What follows belongs to an exercise in optimizing a design on an open flow for small area; a production flow would make more cautious choices. The RTL was checked by simulation tests, not by an equivalence proof against the original design. Power figures rest on the tool's default switching activity, not on a simulated workload.

==> design.v <==
`default_nettype none
package fce_pkg;
    localparam int TABLE_DEPTH = 64;
    localparam int IDX_W       = $clog2(TABLE_DEPTH);
    localparam int FIELD_W     = 6;
    localparam int ACT_W       = 3;
    localparam logic [ACT_W-1:0] ACT_CLEAR    = 3'd0;
    localparam logic [ACT_W-1:0] ACT_ALLOCATE = 3'd1;
    localparam logic [ACT_W-1:0] ACT_APPEND   = 3'd2;
    localparam logic [ACT_W-1:0] ACT_TRUNCATE = 3'd3;
    localparam logic [ACT_W-1:0] ACT_LIST     = 3'd4;
endpackage
`default_nettype wire
`default_nettype none
module fce_table (
    input  wire logic                         clk,
    input  wire logic                         we,
    input  wire logic [fce_pkg::IDX_W-1:0]    addr,
    input  wire logic [fce_pkg::IDX_W-1:0]    wdata,
    output logic      [fce_pkg::IDX_W-1:0]    rdata
);
    logic [fce_pkg::IDX_W-1:0] mem [fce_pkg::TABLE_DEPTH];
    for (genvar i = 0; i < fce_pkg::TABLE_DEPTH; i++)
    begin : g_ent
        always_ff @(posedge clk)
        begin
            if (we && addr == fce_pkg::IDX_W'(i))
            begin
                mem[i] <= wdata;
            end
        end
    end
    assign rdata = mem[addr];
endmodule
`default_nettype wire
`default_nettype none
module fat_chain_engine (
    input  wire logic                          clk,
    input  wire logic                          rst_n,
    input  wire logic                          in_valid,
    output logic                               in_stall,
    input  wire logic [fce_pkg::ACT_W-1:0]     action,
    input  wire logic [fce_pkg::FIELD_W-1:0]   target_block,
    input  wire logic [fce_pkg::FIELD_W-1:0]   new_block,
    output logic                               out_valid,
    input  wire logic                          out_stall,
    output logic      [fce_pkg::FIELD_W-1:0]   block_index,
    output logic                               last_of_run,
    output logic                               status
);
    localparam logic [1:0] S_IDLE = 2'd0;
    localparam logic [1:0] S_WALK = 2'd1;
    localparam logic [1:0] S_END  = 2'd2;
    localparam logic [1:0] S_CLR  = 2'd3;
    logic [1:0]                    state_reg, state_next;
    logic                          list_reg, list_next;
    logic [fce_pkg::IDX_W-1:0]     cur_reg, cur_next;
    logic [fce_pkg::IDX_W-1:0]     cnt_reg, cnt_next;
    logic [fce_pkg::IDX_W-1:0]     fresh_reg, fresh_next;
    logic                          we;
    logic [fce_pkg::IDX_W-1:0]     wdata;
    logic [fce_pkg::IDX_W-1:0]     rdata;
    logic                          cnt_max;
    logic                          more;
    logic                          loop_hit;
    logic                          walk_end;
    fce_table u_table (
        .clk   (clk),
        .we    (we),
        .addr  (cur_reg),
        .wdata (wdata),
        .rdata (rdata)
    );
    assign cnt_max  = (cnt_reg == fce_pkg::IDX_W'(fce_pkg::TABLE_DEPTH - 1));
    assign more     = (rdata != cur_reg);
    assign loop_hit = more && cnt_max;
    assign walk_end = !more || loop_hit;
    assign in_stall    = (state_reg != S_IDLE);
    assign out_valid   = (state_reg == S_WALK) && (list_reg || walk_end);
    assign block_index = cur_reg;
    assign last_of_run = walk_end;
    assign status      = loop_hit;
    always_comb
    begin
        state_next = state_reg;
        list_next  = list_reg;
        cur_next   = cur_reg;
        cnt_next   = cnt_reg;
        fresh_next = fresh_reg;
        we         = 1'b0;
        wdata      = cur_reg;
        case (state_reg)
            S_IDLE:
            begin
                if (in_valid)
                begin
                    cur_next   = target_block;
                    cnt_next   = '0;
                    list_next  = (action == fce_pkg::ACT_LIST);
                    fresh_next = new_block;
                    case (action)
                        fce_pkg::ACT_CLEAR:    state_next = S_CLR;
                        fce_pkg::ACT_ALLOCATE,
                        fce_pkg::ACT_TRUNCATE: state_next = S_END;
                        fce_pkg::ACT_APPEND,
                        fce_pkg::ACT_LIST:     state_next = S_WALK;
                        default:               state_next = S_IDLE;
                    endcase
                    if (action == fce_pkg::ACT_CLEAR)
                    begin
                        cur_next = '0;
                    end
                end
            end
            S_WALK:
            begin
                if (!walk_end)
                begin
                    if (!list_reg || !out_stall)
                    begin
                        cur_next = rdata;
                        cnt_next = cnt_reg + 1'b1;
                    end
                end
                else if (!out_stall)
                begin
                    if (!list_reg && !loop_hit)
                    begin
                        we         = 1'b1;
                        wdata      = fresh_reg;
                        cur_next   = fresh_reg;
                        state_next = S_END;
                    end
                    else
                    begin
                        state_next = S_IDLE;
                    end
                end
            end
            S_END:
            begin
                we         = 1'b1;
                state_next = S_IDLE;
            end
            default:
            begin
                we       = 1'b1;
                cur_next = cnt_reg + 1'b1;
                cnt_next = cnt_reg + 1'b1;
                if (cnt_max)
                begin
                    state_next = S_IDLE;
                end
            end
        endcase
    end
    always_ff @(posedge clk or negedge rst_n)
    begin
        if (!rst_n)
        begin
            state_reg <= S_CLR;
            cur_reg   <= '0;
            cnt_reg   <= '0;
        end
        else
        begin
            state_reg <= state_next;
            cur_reg   <= cur_next;
            cnt_reg   <= cnt_next;
        end
    end
    always_ff @(posedge clk)
    begin
        list_reg  <= list_next;
        fresh_reg <= fresh_next;
    end
endmodule
`default_nettype wire
==> run.sh <==
#!/bin/bash
# synth_recipe.tcl (not shown) runs the flow's synth.tcl, then flattens the netlist and writes it again
# the make line also repeats each setting of config.mk as NAME=value (left out here)
make -C /OpenROAD-flow-scripts/flow DESIGN_CONFIG=/design/flow/config.mk WORK_HOME=/design/flow/orfs CLKGATE_MAP_FILE= SYNTH_SCRIPT=/design/flow/synth_recipe.tcl finish
==> config.mk <==
export PLATFORM = sky130hd
export DESIGN_NAME = fat_chain_engine
export DESIGN_NICKNAME = fat_chain_engine
export VERILOG_FILES = /design/flow/design.v
export SDC_FILE = /design/flow/constraint.sdc
export NUM_CORES = 4
export LEC_CHECK = 0
export CAP_MARGIN = 20
export CORE_MARGIN = 2
export CORE_UTILIZATION = 40
export PLACE_DENSITY = 0.6
export SLEW_MARGIN = 20
==> constraint.sdc <==
create_clock -name core_clock -period 5.0 [get_ports {clk}]
set_input_delay 1.0000 -clock core_clock [delete_from_list [all_inputs] [get_ports {clk}]]
set_output_delay 1.0000 -clock core_clock [all_outputs]
set_load 0.01 [all_outputs]
==> metrics.md <==
| Metric | Value |
|---|---|
| Cells after Synth | `1268` |
| Pre-CTS setup slack | `-0.123 ns` |
| Pre-Repair DR Iteration Count | `6` |
| Die width | `roughly 210 um` |
| Max-slew headroom | `around 46%` |
| Final #Nets | `1622` |
| EDFF count, synth | `approximately 390` |
| Number of max-cap violations | `0` |
| WS Path Type | `flop to output pin` |
| CTS Root Cell | `clkbuf_16` |
| Synth top cells by count | `edfxtp_1 (391), nor2_1 (107), nand2_1 (96)` |
| Port Buffers | `28` |
| Status | `complete, no violations` |
| Final hold violation count | `0` |
| Maximum VDD drop | `about 0.37 mV` |
| Min Tclk post-route | `4.94 ns` |
| WL/cell | `34.6 um` |
| Synthesized flop and latch total | `slightly above 400` |
| Synth top area share | `67.3%` |
| Die area | `45300 um2` |
| Family with the most delay on the worst path | `compound AO/OA/AOI/OAI gates` |
| Startpoint types | `flop` |
| Hold Path Class | `flop to flop` |
| Post-synth cell types | `85` |
| Global-route wire length before repair | `105000 um` |
| Critical Path RT | `4.00 ns` |
| Antenna diodes | `0` |
| Final TNS setup | `0 ns` |
| RSZ-0062 raised after global routing | `true` |
| Core box area | `43100 um2` |
| Synth top area cells | `edfxtp_1 (67%), nor2_1 (2.3%), nand3_1 (2.2%), nand2_1 (2.1%), mux2_2 (1.9%)` |
| Via count | `13800` |
| PD cells | `665 nW/um2` |
| Post-Synth Adder-Cell Area | `0.0718%` |
| CTS tree | `done` |
| Final-report setup violation count | `0` |
| Post-route setup slack | `roughly 0.057 ns` |
| DRC | `0` |
| # rows | `76` |
| Sequential element share of the synthesized area | `69.4%` |
| Worst-Skew Late Latency | `0.60 ns` |
| Critical path data arrival time | `3.94 ns` |
| Total power | `0.0154 W` |
| Most frequent cell after synthesis | `edfxtp_1` |
| Reg power frac | `29.2%` |
| Largest fanout on the critical path | `22` |
| Crit path largest cell delay | `0.45 ns` |
| Combinational power share | `48.3%` |
| Clock power share | `22.4%` |
| Post-synth top flop | `edfxtp_1` |
| Largest net degree at the start of global routing | `65` |
| H-tree depth | `2` |
| Cell Int Power | `0.00929 W` |
| Layout cells sized above 1 | `33.5%` |
| Gpl congestion | `1.02` |
| Num CTS Buffers | `45` |
| Critical Path Slowest Stage Cell | `dfrtp_2` |
| Simple-gate share of the synthesized area | `12.2%` |
| Initial antenna violation count | `2` |
| Switching part of the total | `39.6%` |
| Main combinational cell family by area after synthesis | `simple AND/OR/NAND/NOR gates` |
| Final core utilization | `53.7%` |
| Clock slew at reported path FFs | `0.06 ns` |
| Crit-path cells | `buf_12, buf_4, nor2b_1, buf_4, a22o_1, a22o_1, a221oi_2, o221a_2, nand3_2, mux2i_1, nand4_1, or2_4, nand2_2, nor2_1, nor2_1, buf_2` |
| Mux contribution to synthesized area | `3.91%` |
| Total global routing overflow | `0` |
| Multi-input logic area | `5320 um2` |
| Biggest register | `u_table.mem` |
| Clk_skew | `0.0305 ns` |
| Final period utilization | `a little over nine tenths` |
| LEAKAGE | `8.11 nW` |
| Synth Area in Compound Gates | `11.6%` |
| Max reg flops | `384` |
| Initial drt markers | `~2500` |
| Chip Height | `213 um` |
| CP Capture Type | `output pin` |
| FF+latch area | `12100 um2` |
| Pins Over Slew Limit | `0` |
| Synth Area per Inst | `13.8 um2` |
| CTS hold repair buffers | `0` |
| Starting Density | `roughly two fifths` |
| F_max | `between 0.2 and 0.25 GHz` |
| FFs w/ async S/R, synth | `3.46%` |
| Total wire length | `76800 um` |
| P&R area growth vs syn | `32.7%` |
| P_sw | `0.00610 W` |
| DPL Wire Length | `between 50000 and 60000 um` |
| Worst path bufs/invs | `4` |
| Final antenna-violating net count | `0` |
| YS warnings | `3` |
| Post-synthesis share of cell area spent on xor and xnor gates | `0.201%` |
| I/O pin count | `29` |
| Vias in the first global route | `approximately 13000` |
| Worst Tran Pin Value | `0.806 ns` |
| Largest area contributor in the netlist | `edfxtp_1` |
| Filler instances | `3620` |
| Syn_nets | `about 1300` |
| Routed vias/inst | `6.24` |
| Overall routing resource usage | `34.2%` |
| Sinks on Clock Net | `between 400 and 500` |
| Post-Syn Area | `17400 um2` |
| CTS max path bufs | `3` |
layer usage:
metal / vias up / track usage (%) / part of all wire (%)
li1: 5672 / - / -
met1: 6975 / 49.3 / 41
met2: 989 / 50.3 / 43
met3: 202 / 7.21 / 11
met4: 2 / 14.1 / 4.8
met5: - / 0 / 0.010
stage by stage:
stage | hold slack [ns] | instance area [um2] | std cells
2_1_floorplan | 0.487 | 17400 | 1268
3_3_place_gp | 0.507 | 21100 | 2122
3_5_place_dp | 0.519 | 21100 | 2122
4_1_cts | 0.526 | 22800 | 2208
5_1_grt | 0.562 | 23100 | 2219
6_report | 0.523 | 23100 | 2219
timing repair:
| action | 4_1_cts | 5_1_grt |
|---|---|---|
| gates resized for setup | 60 | 51 |
| gates cloned | 0 | 0 |
| setup buffers | 7 | 12 |
| pin swaps | 10 | 21 |
| endpoints found under the setup margin | 15 | 29 |
logic make-up after synthesis:
family,Yosys count
XOR/XNOR,4
AND/OR/NAND/NOR,422
adder cells (fa/ha/maj),1
AO/OA/AOI/OAI,270
buffers and inverters,103
flip-flops,405
multiplexers,63
area by class of cell:
class | instances | area share [%]
Sequential cell | 405 | 52.3
Multi-Input combinational cell | 760 | 23.0
Timing Repair Buffer | 378 | 14.8
Clock buffer | 50 | 5.04
Tap cell | 585 | 3.16
Clock inverter | 29 | 1.49
Inverter | 12 | 0.195
layout by cell type (no fill, tap or decap), types with 11 or more instances in the layout:
cell | Yosys | layout
clkdlybuf4s50_1 | 0 | 25
mux2i_1 | 31 | 31
a32o_1 | 14 | 12
nand3_1 | 75 | 74
a22o_1 | 12 | 12
a32oi_1 | 24 | 22
a31oi_1 | 28 | 24
nor2b_1 | 22 | 20
nor3_1 | 17 | 11
nand2_1 | 96 | 94
mux2_2 | 29 | 28
clkbuf_16 | 0 | 46
buf_4 | 2 | 303
buf_12 | 0 | 41
edfxtp_1 | 391 | 391
and3_1 | 13 | 13
nand4_1 | 17 | 17
a22oi_1 | 36 | 28
nor2_1 | 107 | 103
a21oi_1 | 25 | 25
o21ai_0 | 39 | 30
power groups by stage:
stage          combinational, W  sequential [W]  clock [W]
3_5_place_dp            0.00668         0.00456          0
2_1_floorplan           0.00275         0.00451          0
6_report                0.00744         0.00450    0.00345
3_3_place_gp            0.00670         0.00456          0
4_1_cts                 0.00695         0.00449    0.00348
5_1_grt                 0.00757         0.00451    0.00361
worst paths after layout:
| path | to | slack, ns | cells after the start | from |
|---|---|---|---|---|
| setup / recovery | out_valid | 0.06 | 16 | cur_reg[2] |
| hold / removal | cnt_reg[5] | 0.52 | 1 | cnt_reg[5] |
| setup reg to reg | u_table.mem[36][1] | 0.17 | 20 | cur_reg[2] |
| hold reg to reg | cnt_reg[5] | 0.52 | 1 | cnt_reg[5] |
| max in group asynchronous | cur_reg[1] | 3.53 | 1 | rst_n |
| min in group asynchronous | cur_reg[3] | 0.88 | 1 | rst_n |
worst reg2reg max path: cells and delay by family (launching register included):
kind / cells / cell delay [ns]
and+or+nand+nor: 6 / 1.10
muxes: 1 / 0.24
buffers and inverters: 8 / 1.50
AOI/OAI and AO/OA: 5 / 1.26
DFF: 1 / 0.45

==> afterwards: timing with drivers on the ports <==
No port has a modelled driver above. Below, the same layout with a new extraction and two added sets of constraints. Step 1 (the two cells are an assumption about what drives the block):
set clk [get_ports {clk}]
set_driving_cell -lib_cell sky130_fd_sc_hd__clkbuf_16 $clk
set_driving_cell -lib_cell sky130_fd_sc_hd__buf_2 [delete_from_list [all_inputs] $clk]
Step 2, shift: input delay + t, output delay - t, t = (earliest + latest rising clock arrival at the registers) / 2. This alone moves slack from input paths to output paths. Slacks: ideal ports / drivers / drivers and shift; pairs: ideal ports / drivers.
t, ns: 0.637
setup slack, ns: 0.057 / 0.005 / 0.171
hold slack, ns: 0.523 / 0.523 / 0.523
worst setup path after step 2: register to register
clock arrival spread, ns: 0.030 / 0.030
After both steps setup and hold are still met in this run. For this run, drivers alone change the setup slack by -0.052 ns; drivers and shift together by +0.114 ns.
